This is an optimization exercise on Yosys and OpenROAD, whose aim is small area, a short achievable clock period and few clock cycles per item, not a production implementation. At most, simulation tests tie the RTL to the original design; equivalence was not proved.

==> v34: inputs <==
## voice_slot_sample_mixer
module voice_slot_sample_mixer (
  input  logic                clk_i,
  input  logic                rst_ni,
  input  logic                push,
  output logic                full,
  input  logic [1:0]          kind_i,
  input  logic [2:0]          slot_i,
  input  logic [23:0]         wave_length_i,
  input  logic [15:0]         gain_i,
  input  logic                repeat_req_i,
  input  logic signed [15:0]  sample_value_i,
  output logic                empty,
  input  logic                pop,
  output logic [2:0]          slot_out_o,
  output logic                ok_o,
  output logic [23:0]         next_position_o,
  output logic                voice_active_o,
  output logic signed [23:0]  mix_o,
  output logic [3:0]          active_voices_o
);
export LEC_CHECK = 0
export ABC_CLOCK_PERIOD_IN_PS = 2000
export CAP_MARGIN = 20
export CORE_MARGIN = 2
export CORE_UTILIZATION = 40
export SETUP_SLACK_MARGIN = 0.3
export SLEW_MARGIN = 20
create_clock -name core_clock -period 11.0 [get_ports {clk_i}]
standard.sh (not shown) runs the stock make flow with config.mk's settings and CLKGATE_MAP_FILE= SYNTH_SCRIPT=/design/flow/synth_recipe.tcl, a recipe that flattens the netlist after the stock synthesis.
==> flow/flow/run.sh <==
#!/bin/bash
set -euo pipefail
bash standard.sh SETUP_SLACK_MARGIN=7.5 MATCH_CELL_FOOTPRINT=0 \
  "BUFFER_PORTS_ARGS=-buffer_cell sky130_fd_sc_hd__buf_4" finish > standard.log 2>&1
==> v33 (differences from v34) <==
ABC_AREA = 1   (was unset)
==> v5 (differences from v34) <==
CORE_UTILIZATION = 60   (was 40)
==> v37 (differences from v34) <==
--- a/flow/design.v
+++ b/flow/design.v
@@ -1,62 +1,40 @@
 `timescale 1ns / 1ps
 module vssm_front (
-  input  logic               clk_i,
-  input  logic               rst_ni,
-  input  logic               push_i,
-  input  logic               full_i,
-  input  logic [1:0]         kind_i,
-  input  logic [2:0]         slot_i,
-  input  logic [23:0]        wave_length_i,
-  input  logic [15:0]        gain_i,
-  input  logic               repeat_req_i,
   input  logic signed [15:0] sample_value_i,
-  output logic               cmd_valid_o,
-  output logic [1:0]         cmd_kind_o,
-  output logic [40:0]        cmd_data_o
+  output logic [7:0]         neg_o,
+  output logic [7:0]         one_o,
+  output logic [7:0]         two_o
 );
-  localparam logic [1:0] KIND_PLAY = 2'd0;
-  logic [7:0]  b_neg, b_one, b_two;
-  logic [40:0] data_d;
   always_comb begin
     for (int j = 0; j < 8; j++) begin
       logic b2, b1, b0;
       b2 = sample_value_i[2*j+1];
       b1 = sample_value_i[2*j];
       b0 = (j == 0) ? 1'b0 : sample_value_i[2*j-1];
-      b_neg[j] = b2 & ~(b1 & b0);
-      b_one[j] = b1 ^ b0;
-      b_two[j] = (b2 & ~b1 & ~b0) | (~b2 & b1 & b0);
-    end
-  end
-  assign data_d = (kind_i == KIND_PLAY) ? {wave_length_i, gain_i, repeat_req_i}
-                                        : {14'd0, slot_i, b_neg, b_one, b_two};
-  always_ff @(posedge clk_i or negedge rst_ni) begin
-    if (!rst_ni) begin
-      cmd_valid_o <= 1'b0;
-    end else if (!full_i) begin
-      cmd_valid_o <= push_i;
-    end
-  end
-  always_ff @(posedge clk_i) begin
-    if (!full_i) begin
-      cmd_kind_o <= kind_i;
-      cmd_data_o <= data_d;
+      neg_o[j] = b2 & ~(b1 & b0);
+      one_o[j] = b1 ^ b0;
+      two_o[j] = (b2 & ~b1 & ~b0) | (~b2 & b1 & b0);
     end
   end
 endmodule
 `timescale 1ns / 1ps
 module vssm_back (
   input  logic               clk_i,
   input  logic               rst_ni,
   input  logic               push_i,
   output logic               full_o,
-  input  logic               cmd_valid_i,
-  input  logic [1:0]         cmd_kind_i,
-  input  logic [40:0]        cmd_data_i,
+  input  logic [1:0]         kind_i,
+  input  logic [2:0]         slot_i,
+  input  logic [23:0]        wave_length_i,
+  input  logic [15:0]        gain_i,
+  input  logic               repeat_req_i,
+  input  logic [7:0]         smp_neg_i,
+  input  logic [7:0]         smp_one_i,
+  input  logic [7:0]         smp_two_i,
   output logic               empty_o,
   output logic [2:0]         slot_out_o,
   output logic               ok_o,
   output logic [23:0]        next_position_o,
   output logic               voice_active_o,
   output logic signed [23:0] mix_o,
   output logic [3:0]         active_voices_o,
@@ -94,32 +72,33 @@
   logic [40:0] m_data;        
   logic [MW-1:0] v_s, v_c;    
   logic        vs_play_ok, vs_free_it;
   logic [3:0]  act_d;
   logic [2:0]  x_slot, alloc_m;
   logic [15:0] g_eff;
   logic        m_play, fwd_m, fwd_v;
-  assign x_slot  = cmd_data_i[26:24];
+  assign x_slot  = slot_i;
   assign m_play  = m_v && (m_kind == KIND_PLAY);
   assign alloc_m = vs_play_ok ? stk_q[1] : (vs_free_it ? v_slot : stk_q[0]);
   assign fwd_m   = m_play && !act_d[3] && (alloc_m == x_slot);
   assign fwd_v   = vs_play_ok && (stk_q[0] == x_slot);
   assign g_eff   = fwd_m ? m_data[16:1] : (fwd_v ? v_c[32:17] : gain_q[x_slot]);
   always_ff @(posedge clk_i or negedge rst_ni) begin
     if (!rst_ni) begin
       m_v <= 1'b0;
-    end else if (adv) begin
-      m_v <= cmd_valid_i;
+    end else if (!full_q) begin
+      m_v <= push_i;
     end
   end
   always_ff @(posedge clk_i) begin
-    if (adv) begin
-      m_kind <= cmd_kind_i;
+    if (!full_q) begin
+      m_kind <= kind_i;
       m_slot <= x_slot;
-      m_data <= (cmd_kind_i == KIND_PLAY) ? cmd_data_i : {1'b0, g_eff, cmd_data_i[23:0]};
+      m_data <= (kind_i == KIND_PLAY) ? {wave_length_i, gain_i, repeat_req_i}
+                                      : {1'b0, g_eff, smp_neg_i, smp_one_i, smp_two_i};
     end
   end
   logic [15:0]   m_gain;
   logic [7:0]    m_neg, m_one, m_two;
   logic [MW-1:0] row [9];
   assign m_gain = m_data[39:24];
   assign m_neg  = m_data[23:16];
@@ -356,40 +335,34 @@
   output logic [2:0]          slot_out_o,
   output logic                ok_o,
   output logic [23:0]         next_position_o,
   output logic                voice_active_o,
   output logic signed [23:0]  mix_o,
   output logic [3:0]          active_voices_o
 );
-  logic        cmd_valid;
-  logic [1:0]  cmd_kind;
-  logic [40:0] cmd_data;
+  logic [7:0] smp_neg, smp_one, smp_two;
   vssm_front u_front (
-    .clk_i          (clk_i),
-    .rst_ni         (rst_ni),
-    .push_i         (push),
-    .full_i         (full),
-    .kind_i         (kind_i),
-    .slot_i         (slot_i),
-    .wave_length_i  (wave_length_i),
-    .gain_i         (gain_i),
-    .repeat_req_i   (repeat_req_i),
     .sample_value_i (sample_value_i),
-    .cmd_valid_o    (cmd_valid),
-    .cmd_kind_o     (cmd_kind),
-    .cmd_data_o     (cmd_data)
+    .neg_o          (smp_neg),
+    .one_o          (smp_one),
+    .two_o          (smp_two)
   );
   vssm_back u_back (
     .clk_i           (clk_i),
     .rst_ni          (rst_ni),
     .push_i          (push),
     .full_o          (full),
-    .cmd_valid_i     (cmd_valid),
-    .cmd_kind_i      (cmd_kind),
-    .cmd_data_i      (cmd_data),
+    .kind_i          (kind_i),
+    .slot_i          (slot_i),
+    .wave_length_i   (wave_length_i),
+    .gain_i          (gain_i),
+    .repeat_req_i    (repeat_req_i),
+    .smp_neg_i       (smp_neg),
+    .smp_one_i       (smp_one),
+    .smp_two_i       (smp_two),
     .empty_o         (empty),
     .slot_out_o      (slot_out_o),
     .ok_o            (ok_o),
     .next_position_o (next_position_o),
     .voice_active_o  (voice_active_o),
     .mix_o           (mix_o),
     .active_voices_o (active_voices_o),
==> qor.csv <==
metric,value,unit
outcome,no timing/DRC/antenna violations,
WL/cell,28.1,um
"top cells by count, synth","edfxtp_1, a22oi_1, nor2_1, nand2_1",
slowest CP cell,fa_1,
core area,0.0698,sq mm
CTS sink count,852,
Initial DRC Count,3459,
Post-Synth XOR/XNOR Area,0.0431,
share of cells above drive strength 1,0.260,
M2 GR Usage,0.574,
setup ws final,7.39,ns
# the run above: v5

==> qor.csv <==
metric,value,unit
outcome,no timing/DRC/antenna violations,
Post-Synth XOR/XNOR Area,0.0431,
share of cells above drive strength 1,0.226,
setup ws final,7.44,ns
"top cells by count, synth","edfxtp_1, a22oi_1, nor2_1, nand2_1",
# Post-CTS Setup Buffers,156,
Initial DRC Count,3121,
Crit path depth,9,
core area,0.105,sq mm
CTS sink count,852,
# the run above: v34

==> qor.csv <==
metric,value,unit
CTS sink count,852,
Post-Synth XOR/XNOR Area,0.0337,
WL/cell,22.8,um
M2 GR Usage,0.389,
setup ws final,7.25,ns
outcome,no timing/DRC/antenna violations,
slowest CP cell,fa_1,
# the run above: v33

==> qor.csv <==
metric,value,unit
outcome,no timing/DRC/antenna violations,
CTS sink count,808,
core area,0.100,sq mm
M2 GR Usage,0.381,
Initial DRC Count,3424,
slowest CP cell,fa_2,
share of cells above drive strength 1,0.240,
setup ws final,7.27,ns
Post-Synth XOR/XNOR Area,0.0432,
"top cells by count, synth","edfxtp_1, a22oi_1, nor2_1, nand2_1, clkbuf_1",
WL/cell,26.4,um
# the run above: v37

Testbench counts of v34, summed over its fixed seeds: cycles 12,032, items 12,000.
Testbench counts of v33, summed over its fixed seeds: cycles 12,032, items 12,000.
Testbench counts of v5, summed over its fixed seeds: cycles 12,032, items 12,000.
For v37, only the layout was checked, not whether the RTL still works.

==> port drivers added, routing unchanged <==
In the flow no input, the clock included, has a driving cell. The finished layouts below were timed again as built, in two steps. Step 1: set_driving_cell puts a clkbuf_16 on clk_i and a buf_2 on each other input, an assumption about the parent block. Step 2, shift: input delay + t, output delay - t, t = (earliest + latest rising clock arrival at the registers) / 2. This alone moves slack from input paths to output paths. Slacks: ideal ports / drivers / drivers and shift; pairs: ideal ports / drivers.
| run | t, ns | slack for setup (ns) | worst setup path at the end | worst data-port slew with drivers (ns) |
|---|---|---|---|---|
| v34 | 0.728 | 7.436 / 7.377 / 7.392 | input to register | 0.04 |
| v33 | 0.720 | 7.251 / 7.251 / 7.077 | input to register | 0.04 |
| v5 | 0.704 | 7.391 / 7.391 / 7.378 | input to register | 0.04 |
| v37 | 0.711 | 7.274 / 7.274 / 6.951 | input to register | 0.10 |
After both steps every run listed still meets setup and hold. For v37, which loses most, drivers alone change the setup slack by 0.000 ns; drivers and shift together by -0.323 ns.
